Source: an optimization exercise on an open RTL-to-GDS flow (aim: small area). Production flows keep margins and buffers that such runs may drop. In this exercise RTL edits were held to simulation tests only and were not proved equivalent to the original. Power figures rest on the tool's default switching activity, not on a simulated workload.

==> flow/design.v (excerpt) <==
module pipe_reg_file #(
    parameter int unsigned DATA_W   = 32'd32,
    parameter int unsigned ADDR_W   = 32'd5,
    parameter int unsigned NUM_RD   = 32'd2,
    parameter int unsigned ZERO_REG = 32'd1
) (
    input  logic                       clock,
    input  logic                       reset,
    input  logic [NUM_RD*ADDR_W-1:0]   rd_addr,
    output logic [NUM_RD*DATA_W-1:0]   rd_data,
    output logic [NUM_RD-1:0]          rd_busy,
    input  logic                       wr_enable,
    input  logic [ADDR_W-1:0]          wr_addr,
    input  logic [DATA_W-1:0]          wr_data,
    input  logic                       issue_valid,
    input  logic [ADDR_W-1:0]          issue_addr,
    output logic [ADDR_W:0]            busy_count
);
clock: 8.0 ns
lec_check: 0
cap_margin: 0
core_margin: 2
core_utilization: 45
cts_buf_list: sky130_fd_sc_hd__clkbuf_16
cts_cluster_diameter: 80
cts_cluster_size: 28
slew_margin: 0
synth_hierarchical: 1
synth_minimum_keep_size: 0
standard.sh (not shown) runs the stock make flow with config.mk's settings and CLKGATE_MAP_FILE= SYNTH_SCRIPT=/design/flow/synth_recipe.tcl, a recipe that flattens the netlist after the stock synthesis.
==> flow/flow/run.sh <==
#!/bin/bash
set -e
export BUFFER_PORTS_ARGS="-buffer_cell sky130_fd_sc_hd__buf_1"
bash standard.sh > standard.log 2>&1
The baseline finished clean.
Edit:
--- a/flow/flow/run.sh
+++ b/flow/flow/run.sh
@@ -3,0 +4 @@
+export CTS_ARGS="-sink_clustering_enable -repair_clock_nets -sink_clustering_size 28 -sink_clustering_max_diameter 80 -buf_list sky130_fd_sc_hd__clkbuf_16 -dont_use_dummy_load"
--- a/flow/config.mk
+++ b/flow/config.mk
@@ -8 +8 @@
-export CAP_MARGIN = 0
+export CAP_MARGIN = 10
@@ -14 +14,2 @@
-export SLEW_MARGIN = 0
+export PLACE_DENSITY = 0.8
+export SLEW_MARGIN = 10
The new run went through all stages and came out clean; critical path depth went down by 1; via count went up by a few percent; final cell count went down slightly; clock-buffer cell count went down by 5; routed wire length went down by a little under a tenth; synthesized cell count is unchanged; sequential share of layout area went up by 0.80 points; flip-flop and latch count stays the same; clock skew went down by 0.013 ns; register-to-register slack gains 0.03 ns.
Edit:
==> flow/flow/run.sh (replaced) <==
#!/bin/bash
set -e
export BUFFER_PORTS_ARGS="-buffer_cell sky130_fd_sc_hd__buf_1"
export CTS_ARGS="-sink_clustering_enable -repair_clock_nets -sink_clustering_size 40 -sink_clustering_max_diameter 60 -buf_list sky130_fd_sc_hd__clkbuf_16 -dont_use_dummy_load"
bash standard.sh > standard.log 2>&1
--- a/flow/config.mk
+++ b/flow/config.mk
@@ -8 +8 @@
-export CAP_MARGIN = 10
+export CAP_MARGIN = 0
@@ -14,2 +14 @@
-export PLACE_DENSITY = 0.8
-export SLEW_MARGIN = 10
+export SLEW_MARGIN = 0
Outcome: The changed run passed the timing, DRC and antenna checks; clock skew increases by 0.0069 ns; clock power increases by 34%; final cell count increases by 1.5%; combinational power increases by about 4%; clock-buffer cell count increases by 33; setup slack is worse by 0.16 ns; hold slack is worse by 0.0077 ns; utilization increases by 1.2 points; via count decreases by 1.7%.
Edit:
==> flow/flow/run.sh (replaced) <==
#!/bin/bash
set -e
export BUFFER_PORTS_ARGS="-buffer_cell sky130_fd_sc_hd__buf_1"
export CTS_ARGS="-sink_clustering_enable -repair_clock_nets -sink_clustering_size 28 -sink_clustering_max_diameter 80 -buf_list sky130_fd_sc_hd__clkbuf_16 -dont_use_dummy_load"
bash standard.sh > standard.log 2>&1
Effect: Hold slack is better by 0.0070 ns; total power decreases by 6.9%; critical path depth stays the same; final cell count decreases by 0.48%; sequential share of layout area increases by 0.69 points; cell area decreases by 1.5%; global-route usage decreases by 0.26 points; clock skew increases by 0.042 ns; via count stays flat; wire length decreases by 0.44%; synthesized cell count stays the same.
Edit:
==> flow/run.sh (new file) <==
#!/bin/bash
# synth_recipe.tcl (not shown) runs the flow's synth.tcl, then flattens the netlist and writes it again
# the make line also repeats each setting of config.mk as NAME=value (left out here)
make -C /OpenROAD-flow-scripts/flow DESIGN_CONFIG=/design/flow/config.mk WORK_HOME=/design/flow/orfs CLKGATE_MAP_FILE= SYNTH_SCRIPT=/design/flow/synth_recipe.tcl finish
--- a/flow/config.mk
+++ b/flow/config.mk
@@ -11,3 +11,3 @@
-export CTS_BUF_LIST = sky130_fd_sc_hd__clkbuf_16
-export CTS_CLUSTER_DIAMETER = 80
-export CTS_CLUSTER_SIZE = 28
+export CTS_BUF_LIST = sky130_fd_sc_hd__clkbuf_4
+export CTS_CLUSTER_DIAMETER = 40
+export CTS_CLUSTER_SIZE = 10
removed: flow/flow/run.sh
removed: flow/standard.sh
=> The new run produced a clean layout. Via count rose by 4.9%. Critical path depth stays the same. Utilization rose by 1.9 points. Final cell count rose by 3.8%. Worst hold slack hardly moves. Non-clock buffer count rose by 1. Routed wire length rose by 4.2%. Setup slack gets worse by 0.54 ns. Design area rose by 3.8%. Total power rose by 9.1%.

========
run 3:
The RTL this note starts from:
==> flow/design.v <==
module pipe_reg_file #(
    parameter int unsigned DATA_W   = 32'd32,
    parameter int unsigned ADDR_W   = 32'd5,
    parameter int unsigned NUM_RD   = 32'd2,
    parameter int unsigned ZERO_REG = 32'd1
) (
    input  logic                       clock,
    input  logic                       reset,
    input  logic [NUM_RD*ADDR_W-1:0]   rd_addr,
    output logic [NUM_RD*DATA_W-1:0]   rd_data,
    output logic [NUM_RD-1:0]          rd_busy,
    input  logic                       wr_enable,
    input  logic [ADDR_W-1:0]          wr_addr,
    input  logic [DATA_W-1:0]          wr_data,
    input  logic                       issue_valid,
    input  logic [ADDR_W-1:0]          issue_addr,
    output logic [ADDR_W:0]            busy_count
);
    localparam int unsigned DEPTH = 32'd1 << ADDR_W;    
    localparam int unsigned NGRP  = (DEPTH - 1) / 3;    
    logic [DEPTH-1:1][DATA_W-1:0] regs_r;
    logic [DEPTH-1:1][DATA_W-1:0] regs_next_s;
    logic [DEPTH-1:1]  valid_r;
    logic [DEPTH-1:1]  busy_r;
    logic [ADDR_W:0]   busy_count_r;
    logic [DEPTH-1:1]  wr_dec_s;
    logic [DEPTH-1:1]  wr_dec_n_s;
    logic [DEPTH-1:1]  iss_dec_s;
    logic              wr_was_busy_s;
    logic              iss_was_busy_s;
    logic              cnt_inc_s;
    logic              cnt_dec_s;
    always_comb begin
        for (int i = 1; i < int'(DEPTH); i++) begin
            wr_dec_s[i]   = wr_enable   && (wr_addr    == ADDR_W'(i));
            wr_dec_n_s[i] = !wr_dec_s[i];
            iss_dec_s[i]  = issue_valid && (issue_addr == ADDR_W'(i));
        end
    end
    for (genvar i = 1; i < int'(DEPTH); i++) begin : g_reg
        for (genvar b = 0; b < int'(DATA_W); b++) begin : g_bit
            pipe_reg_file_ld u_ld (
                .ld  (wr_dec_s[i]),
                .ldn (wr_dec_n_s[i]),
                .d   (wr_data[b]),
                .q   (regs_r[i][b]),
                .y   (regs_next_s[i][b])
            );
        end
    end
    always_ff @(posedge clock) begin
        regs_r <= regs_next_s;
    end
    always_comb begin
        wr_was_busy_s  = |(busy_r & wr_dec_s);
        iss_was_busy_s = |(busy_r & iss_dec_s);
        cnt_inc_s      = (|iss_dec_s) && !iss_was_busy_s;
        cnt_dec_s      = wr_was_busy_s && !(|(wr_dec_s & iss_dec_s));
    end
    always_ff @(posedge clock) begin
        if (reset) begin
            valid_r      <= '0;
            busy_r       <= '0;
            busy_count_r <= '0;
        end else begin
            valid_r <= valid_r | wr_dec_s;
            busy_r  <= (busy_r & ~wr_dec_s) | iss_dec_s;
            if (cnt_inc_s && !cnt_dec_s)      busy_count_r <= busy_count_r + 1'b1;
            else if (cnt_dec_s && !cnt_inc_s) busy_count_r <= busy_count_r - 1'b1;
        end
    end
    for (genvar k = 0; k < int'(NUM_RD); k++) begin : g_rd
        logic [ADDR_W-1:0] ra;
        logic [DEPTH-1:1]  dec;      
        logic [DEPTH-1:1]  sel;      
        assign ra = rd_addr[k*ADDR_W +: ADDR_W];
        always_comb begin
            for (int i = 1; i < int'(DEPTH); i++) begin
                dec[i] = (ra == ADDR_W'(i));
                sel[i] = dec[i] && valid_r[i];
            end
            rd_busy[k] = |(dec & (busy_r | wr_dec_s));
        end
        for (genvar b = 0; b < int'(DATA_W); b++) begin : g_bit
            logic [NGRP:0] part_n;   
            for (genvar g = 0; g < int'(NGRP); g++) begin : g_grp
                pipe_reg_file_aoi222 u_aoi (
                    .a1 (sel[3*g+1]), .a2 (regs_r[3*g+1][b]),
                    .b1 (sel[3*g+2]), .b2 (regs_r[3*g+2][b]),
                    .c1 (sel[3*g+3]), .c2 (regs_r[3*g+3][b]),
                    .y  (part_n[g])
                );
            end
            pipe_reg_file_nand2 u_last (
                .a (sel[DEPTH-1]), .b (regs_r[DEPTH-1][b]), .y (part_n[NGRP])
            );
            pipe_reg_file_nand11 u_or (
                .a (part_n), .y (rd_data[k*DATA_W + b])
            );
        end
    end
    assign busy_count = busy_count_r;
endmodule
module pipe_reg_file_ld (
    input  logic ld,
    input  logic ldn,
    input  logic d,
    input  logic q,
    output logic y
);
    assign y = (ld & d) | (ldn & q);
endmodule
module pipe_reg_file_aoi222 (
    input  logic a1, a2, b1, b2, c1, c2,
    output logic y
);
    assign y = !((a1 & a2) | (b1 & b2) | (c1 & c2));
endmodule
module pipe_reg_file_nand2 (
    input  logic a, b,
    output logic y
);
    assign y = !(a & b);
endmodule
module pipe_reg_file_nand11 (
    input  logic [10:0] a,
    output logic        y
);
    assign y = !(&a);
endmodule
Settings: LEC_CHECK=0, CAP_MARGIN=0, CORE_MARGIN=2, CORE_UTILIZATION=45, CTS_BUF_LIST=sky130_fd_sc_hd__clkbuf_16, CTS_CLUSTER_DIAMETER=80, CTS_CLUSTER_SIZE=28, GPL_TIMING_DRIVEN=0, SLEW_MARGIN=0, SYNTH_HIERARCHICAL=1, SYNTH_MINIMUM_KEEP_SIZE=0; clock period 8.0 ns.
run.sh (not shown) runs the stock make flow with config.mk's settings and CLKGATE_MAP_FILE= SYNTH_SCRIPT=/design/flow/synth_recipe.tcl, a recipe that flattens the netlist after the stock synthesis.
Stock flow here: none of the scripts above is used.
The layout from run 3, despite a flow that completed every stage, fails the layout checks, with the failing checks listed as max-capacitance violations, max-slew violations, negative setup slack.
diff inputs: run 3 => run 5
Settings: a deleted GPL_TIMING_DRIVEN that had been 0.
==> comparison <==
Per the comparison of run 5 with run 3, hold slack now smaller; total number of vias now larger; utilization now smaller. Run 5 reached the end of the flow, and the finished layout is clean on the timing, DRC and antenna checks.

## re-timing with driven ports
No port has a modelled driver above. Below, the same layouts with a new extraction and two added sets of constraints. Step 1 (the two cells are an assumption about what drives the block):
set clk [get_ports {clock}]
set_driving_cell -lib_cell sky130_fd_sc_hd__clkbuf_16 $clk
set_driving_cell -lib_cell sky130_fd_sc_hd__buf_2 [delete_from_list [all_inputs] $clk]
Step 2 adds t to the input delays and takes it off the output delays; t is the mean of the earliest and latest rising clock arrival at the registers after step 1. Input paths then give back, and output paths get back, about the clock's delay inside the block. a / b / c = no drivers / after step 1 / after step 2; a / b = the first two.
| run | shift t [ns] | setup slack, ns | slew at the worst register clock pin (ns) |
|---|---|---|---|
| the first run of note 1 | 0.733 | 1.223 / 1.195 / 1.195 | 0.12 / 0.12 |
| the second run of note 1 | 0.699 | 1.428 / 1.312 / 1.312 | 0.12 / 0.12 |
| the third run of note 1 | 0.719 | 1.265 / 1.237 / 1.237 | 0.11 / 0.11 |
| the fourth run of note 1 | 0.700 | 1.258 / 1.230 / 1.230 | 0.12 / 0.12 |
| the fifth run of note 1 | 1.127 | 0.722 / 0.701 / 0.701 | 0.12 / 0.12 |
| run 3 | 0.740 | -0.107 / -0.130 / -0.130 | 0.11 / 0.11 |
| run 5 | 0.750 | 0.802 / 0.771 / 0.771 | 0.11 / 0.11 |
The setup slack of the second run of note 1, which loses most, moves by -0.116 ns with the drivers and by -0.116 ns with both steps.
